Context: an optimization exercise on an open-source flow, tuned for small area. The choices shown serve that exercise and are no tape-out recipe. Where RTL was checked, it was by simulation tests only, not by an equivalence proof against the original. Power and IR drop assume default switching activity.

==> flow/design.v <==
module cpu_top (
    input  logic        clk,
    input  logic        rst_n,
    input  logic [15:0] i_imem_data,
    input  logic [15:0] i_dmem_rdata,
    output logic [10:0] o_imem_addr,
    output logic [10:0] o_dmem_addr,
    output logic        o_dmem_we,
    output logic [15:0] o_dmem_wdata,
    output logic        o_io_stall
);
    logic [2:0]  st_q;
    logic [3:0]  t_q;
    logic [10:0] pc_q;
    logic [15:0] a_q;
    logic [15:0] r_q;
    logic [15:0] x_q;
    logic [3:0]  pidx_q;
    logic        pend_q;
    logic [15:0] ring [16];
    logic        clr_q;
    wire [15:0] ir = i_imem_data;
    wire [2:0]  op = ir[15:13];
    wire [3:0]  rs = ir[12:9];
    wire [3:0]  rt = ir[8:5];
    wire [3:0]  rd = ir[4:1];
    wire        fb = ir[0];
    wire is_alu = (op == 3'd0) || (op == 3'd1 && !fb);    
    wire is_mul = (op == 3'd1) && fb;
    wire is_ls  = (op == 3'd2) || (op == 3'd3);
    wire is_lw  = (op == 3'd2);
    logic [2:0] last;
    always_comb begin
        case (op)
            3'd0:    last = 3'd5;
            3'd1:    last = fb ? 3'd6 : 3'd5;
            3'd2:    last = 3'd7;
            3'd3:    last = 3'd6;
            default: last = 3'd4;
        endcase
    end
    wire is_last = (st_q == last);
    always_ff @(posedge clk or negedge rst_n) begin
        if (!rst_n)            st_q <= 3'd0;
        else if (st_q == 3'd0) st_q <= 3'd2;
        else if (is_last)      st_q <= 3'd1;
        else                   st_q <= st_q + 3'd1;
    end
    always_ff @(posedge clk or negedge rst_n) begin
        if (!rst_n) t_q <= 4'd0;
        else        t_q <= t_q + 4'd1;
    end
    assign o_io_stall = (st_q != 3'd1);
    wire [3:0] ridx = (st_q == 3'd2) ? rs : rt;
    wire [3:0] slot = ridx + t_q;
    wire       fwd  = pend_q && (ridx == pidx_q);
    logic [15:0] rdata;
    always_comb begin
        rdata = fwd ? x_q : 16'd0;
        for (int s = 0; s < 16; s++)
            rdata = rdata | (ring[s] & {16{!clr_q && !fwd && (slot == 4'(s))}});
    end
    always_ff @(posedge clk) begin
        if (st_q == 3'd2) a_q <= rdata;
        r_q <= rdata;
    end
    logic mul_q, ls_q, sub_q, slt_q;
    always_ff @(posedge clk) begin
        mul_q <= is_mul;
        ls_q  <= is_ls;
        sub_q <= (op == 3'd0) ? fb : 1'b1;
        slt_q <= (op == 3'd1) && !fb;
    end
    logic [4:0] win;
    always_comb begin
        case (st_q)
            3'd3:    win = rdata[15:11];
            3'd4:    win = r_q[11:7];
            3'd5:    win = r_q[7:3];
            default: win = {r_q[3:0], 1'b0};
        endcase
    end
    logic one_lo, two_lo, neg_lo, one_hi, two_hi, neg_hi;
    always_ff @(posedge clk) begin
        one_lo <= is_mul ? (win[1] ^ win[0]) : 1'b1;
        two_lo <= is_mul && ((win[2] && !win[1] && !win[0]) || (!win[2] && win[1] && win[0]));
        neg_lo <= is_mul && win[2];
        one_hi <= is_mul && (win[3] ^ win[2]);
        two_hi <= is_mul && ((win[4] && !win[3] && !win[2]) || (!win[4] && win[3] && win[2]));
        neg_hi <= is_mul && win[4];
    end
    wire [15:0] a_sh  = {a_q[14:0], 1'b0};
    wire [15:0] pp_lo = ((a_q & {16{one_lo}}) | (a_sh & {16{two_lo}})) ^ {16{neg_lo}};
    wire [15:0] pp_hi = ((a_q & {16{one_hi}}) | (a_sh & {16{two_hi}})) ^ {16{neg_hi}};
    logic [15:0] acc;
    always_comb begin
        if (mul_q)
            acc = {((st_q == 3'd4) ? 12'd0 : x_q[11:0]), 1'b0, neg_hi, 1'b0, neg_lo};
        else if (ls_q)
            acc = {{11{ir[4]}}, ir[4:0]};
        else
            acc = r_q ^ {16{sub_q}};
    end
    wire        cin  = !mul_q && !ls_q && sub_q;
    wire [15:0] op3  = {pp_hi[13:0], 1'b0, cin};
    wire [15:0] csum = acc ^ pp_lo ^ op3;
    wire [15:0] ccar = (acc & pp_lo) | (acc & op3) | (pp_lo & op3);
    wire [15:0] tree = csum + {ccar[14:0], 1'b0};
    wire lt = (a_q[15] != r_q[15]) ? a_q[15] : tree[15];
    wire eq = (&csum[15:1]) && !csum[0];
    wire prod_alu = is_alu && (st_q == 3'd4);
    wire addr_ls  = is_ls  && (st_q == 3'd4);
    wire prod_lw  = is_lw  && (st_q == 3'd6);
    wire step_mul = is_mul && (st_q == 3'd4 || st_q == 3'd5 || st_q == 3'd6 || st_q == 3'd1);
    wire prod_mul = is_mul && (st_q == 3'd1);
    wire produce  = prod_alu || prod_lw || prod_mul;
    always_ff @(posedge clk) begin
        if (prod_alu && slt_q)                 x_q <= {15'd0, lt};
        else if (prod_lw)                      x_q <= i_dmem_rdata;
        else if (prod_alu || addr_ls || step_mul) x_q <= tree;
    end
    always_ff @(posedge clk) begin
        if (produce) pidx_q <= is_lw ? rt : rd;
    end
    wire [3:0]  widx   = prod_mul ? rd : pidx_q;
    wire [3:0]  wslot  = widx + t_q + 4'd1;
    wire        commit = (pend_q || prod_mul) && (wslot[1:0] == 2'd0);
    wire [15:0] wres   = prod_mul ? tree : x_q;
    always_ff @(posedge clk or negedge rst_n) begin
        if (!rst_n)       pend_q <= 1'b0;
        else if (produce) pend_q <= !(prod_mul && commit);
        else if (commit)  pend_q <= 1'b0;
    end
    always_ff @(posedge clk or negedge rst_n) begin
        if (!rst_n)             clr_q <= 1'b1;
        else if (st_q == 3'd4)  clr_q <= 1'b0;
    end
    wire [15:0] wval = wres & {16{!clr_q}};
    always_ff @(posedge clk) begin
        for (int s = 0; s < 16; s++) begin
            if (s % 4 == 0 && (clr_q || (commit && wslot[3:2] == 2'(s / 4))))
                ring[s] <= wval;
            else
                ring[s] <= ring[(s + 15) % 16];
        end
    end
    wire        taken = (op == 3'd4) && eq;
    wire [10:0] pinc  = pc_q + (taken ? {{6{ir[4]}}, ir[4:0]} : 11'd0) + 11'd1;
    always_ff @(posedge clk or negedge rst_n) begin
        if (!rst_n)       pc_q <= 11'd0;
        else if (is_last) pc_q <= (op == 3'd5) ? ir[11:1] : pinc;
    end
    assign o_imem_addr  = pc_q;
    assign o_dmem_addr  = x_q[10:0];
    assign o_dmem_we    = (st_q == 3'd5) && (op == 3'd3);
    assign o_dmem_wdata = r_q;
endmodule
==> flow/config.mk <==
export PLATFORM = sky130hd
export DESIGN_NAME = cpu_top
export DESIGN_NICKNAME = cpu_top
export VERILOG_FILES = /design/flow/design.v
export SDC_FILE = /design/flow/constraint.sdc
export NUM_CORES = 4
export LEC_CHECK = 0
export ABC_AREA = 1
export CAP_MARGIN = 10
export CORE_MARGIN = 2
export CORE_UTILIZATION = 55
export GPL_TIMING_DRIVEN = 1
export PLACE_DENSITY = 0.75
export SLEW_MARGIN = 10
==> flow/constraint.sdc <==
create_clock -name core_clock -period 5.5 [get_ports {clk}]
set_input_delay 1.1000 -clock core_clock [delete_from_list [all_inputs] [get_ports {clk}]]
set_output_delay 1.1000 -clock core_clock [all_outputs]
set_load 0.01 [all_outputs]
standard.sh (not shown) runs the stock make flow with config.mk's settings and CLKGATE_MAP_FILE= SYNTH_SCRIPT=/design/flow/synth_recipe.tcl, a recipe that flattens the netlist after the stock synthesis.
==> flow/flow/run.sh <==
#!/bin/bash
# Layout flow: ORFS through the standard.sh, with
#  - synthesis mapping combinational logic with the ABC script in
#    flow/abc_area.script (ORFS's synthesis is otherwise unchanged: same
#    yosys passes, same flip-flop mapping and register names),
#  - the make variables listed in flow/extra.txt (one NAME=VALUE per line).
# Each tool's full output stays in orfs/logs; make's output is in standard.log.
set -euo pipefail
cp -r "$FLOW_HOME/scripts" scripts_own
cp flow/abc_area.script scripts_own/abc_area.script
args=("SCRIPTS_DIR=$PWD/scripts_own")
if [[ -f flow/extra.txt ]]; then
  while IFS= read -r line; do
    [[ -z "$line" || "$line" == \#* ]] && continue
    args+=("$line")
  done < flow/extra.txt
fi
printf '%s\n' "${args[@]}" > make_args.log
bash standard.sh finish "${args[@]}" > standard.log 2>&1
==> flow/flow/abc_area.script <==
strash
dc2
&get -n
&st
&dch
&nf -R 1000
&put
topo
==> flow/flow/extra.txt <==
BUFFER_PORTS_ARGS=-buffer_cell sky130_fd_sc_hd__buf_1
CTS_ARGS=-sink_clustering_enable -repair_clock_nets -dont_use_dummy_load -sink_clustering_size 16 -sink_clustering_max_diameter 150 -buf_list {sky130_fd_sc_hd__clkbuf_8}
Rerun with:
--- a/flow/design.v
+++ b/flow/design.v
@@ -48,32 +48,33 @@
     end
     always_ff @(posedge clk or negedge rst_n) begin
         if (!rst_n) t_q <= 4'd0;
         else        t_q <= t_q + 4'd1;
     end
     assign o_io_stall = (st_q != 3'd1);
-    wire [3:0] ridx = (st_q == 3'd2) ? rs : rt;
+    wire       swap = (op == 3'd0) || (op == 3'd1) || (op == 3'd4);
+    wire [3:0] ridx = ((st_q == 3'd2) == swap) ? rt : rs;
     wire [3:0] slot = ridx + t_q;
     wire       fwd  = pend_q && (ridx == pidx_q);
     logic [15:0] rdata;
     always_comb begin
         rdata = fwd ? x_q : 16'd0;
         for (int s = 0; s < 16; s++)
             rdata = rdata | (ring[s] & {16{!clr_q && !fwd && (slot == 4'(s))}});
     end
     always_ff @(posedge clk) begin
         if (st_q == 3'd2) a_q <= rdata;
         r_q <= rdata;
     end
-    logic mul_q, ls_q, sub_q, slt_q;
+    logic mul_q, ls_q, slt_q;
     always_ff @(posedge clk) begin
         mul_q <= is_mul;
         ls_q  <= is_ls;
-        sub_q <= (op == 3'd0) ? fb : 1'b1;
         slt_q <= (op == 3'd1) && !fb;
     end
+    wire is_sub = (op == 3'd0) ? fb : (op == 3'd1 || op == 3'd4);
     logic [4:0] win;
     always_comb begin
         case (st_q)
             3'd3:    win = rdata[15:11];
             3'd4:    win = r_q[11:7];
             3'd5:    win = r_q[7:3];
@@ -81,13 +82,13 @@
         endcase
     end
     logic one_lo, two_lo, neg_lo, one_hi, two_hi, neg_hi;
     always_ff @(posedge clk) begin
         one_lo <= is_mul ? (win[1] ^ win[0]) : 1'b1;
         two_lo <= is_mul && ((win[2] && !win[1] && !win[0]) || (!win[2] && win[1] && win[0]));
-        neg_lo <= is_mul && win[2];
+        neg_lo <= is_mul ? win[2] : is_sub;
         one_hi <= is_mul && (win[3] ^ win[2]);
         two_hi <= is_mul && ((win[4] && !win[3] && !win[2]) || (!win[4] && win[3] && win[2]));
         neg_hi <= is_mul && win[4];
     end
     wire [15:0] a_sh  = {a_q[14:0], 1'b0};
     wire [15:0] pp_lo = ((a_q & {16{one_lo}}) | (a_sh & {16{two_lo}})) ^ {16{neg_lo}};
@@ -96,20 +97,20 @@
     always_comb begin
         if (mul_q)
             acc = {((st_q == 3'd4) ? 12'd0 : x_q[11:0]), 1'b0, neg_hi, 1'b0, neg_lo};
         else if (ls_q)
             acc = {{11{ir[4]}}, ir[4:0]};
         else
-            acc = r_q ^ {16{sub_q}};
+            acc = r_q;
     end
-    wire        cin  = !mul_q && !ls_q && sub_q;
+    wire        cin  = !mul_q && neg_lo;
     wire [15:0] op3  = {pp_hi[13:0], 1'b0, cin};
     wire [15:0] csum = acc ^ pp_lo ^ op3;
     wire [15:0] ccar = (acc & pp_lo) | (acc & op3) | (pp_lo & op3);
     wire [15:0] tree = csum + {ccar[14:0], 1'b0};
-    wire lt = (a_q[15] != r_q[15]) ? a_q[15] : tree[15];
+    wire lt = (r_q[15] != a_q[15]) ? r_q[15] : tree[15];
     wire eq = (&csum[15:1]) && !csum[0];
     wire prod_alu = is_alu && (st_q == 3'd4);
     wire addr_ls  = is_ls  && (st_q == 3'd4);
     wire prod_lw  = is_lw  && (st_q == 3'd6);
     wire step_mul = is_mul && (st_q == 3'd4 || st_q == 3'd5 || st_q == 3'd6 || st_q == 3'd1);
     wire prod_mul = is_mul && (st_q == 3'd1);
What happened:
- total power grows by 1.6%
- sequential share of layout area shrinks by 0.18 points
- worst setup slack gets worse by 27 ps
- global-route usage shrinks by 0.32 points
- final area barely changes
- count of clock-buffer cells in the layout stays the same
- flip-flop and latch count shrinks by 1
Function not checked in the second run of this note: the RTL went through the layout flow alone.

static timing again, ports no longer ideal:
In the flow no input, the clock included, has a driving cell. The finished layouts below were timed again as built, in two steps.
Step 1, drivers: a clkbuf_16 drives clk and a buf_2 each remaining input, both assumed.
Step 2 times the ports against the registers' clock, not the clock port: input delays grow and output delays shrink by t, the midpoint of the rising clock arrivals with the driver on.
a / b / c = ideal ports / drivers / drivers and shift; a / b = the first two.
run	shift t [ns]	setup slack, ns	hold slack, ns	latest minus earliest clock arrival (ns)	worst slew at a driven data input, ns
the first run	0.597	0.455 / 0.455 / 0.059	0.280 / 0.280 / 0.280	0.058 / 0.058	0.05
the second run	0.604	0.428 / 0.428 / -0.033	0.280 / 0.280 / 0.280	0.060 / 0.060	0.05
With both steps, setup timing fails in the second run, where it was met with ideal ports. For the second run, which loses most, drivers alone change the setup slack by 0.000 ns; drivers and shift together by -0.461 ns.
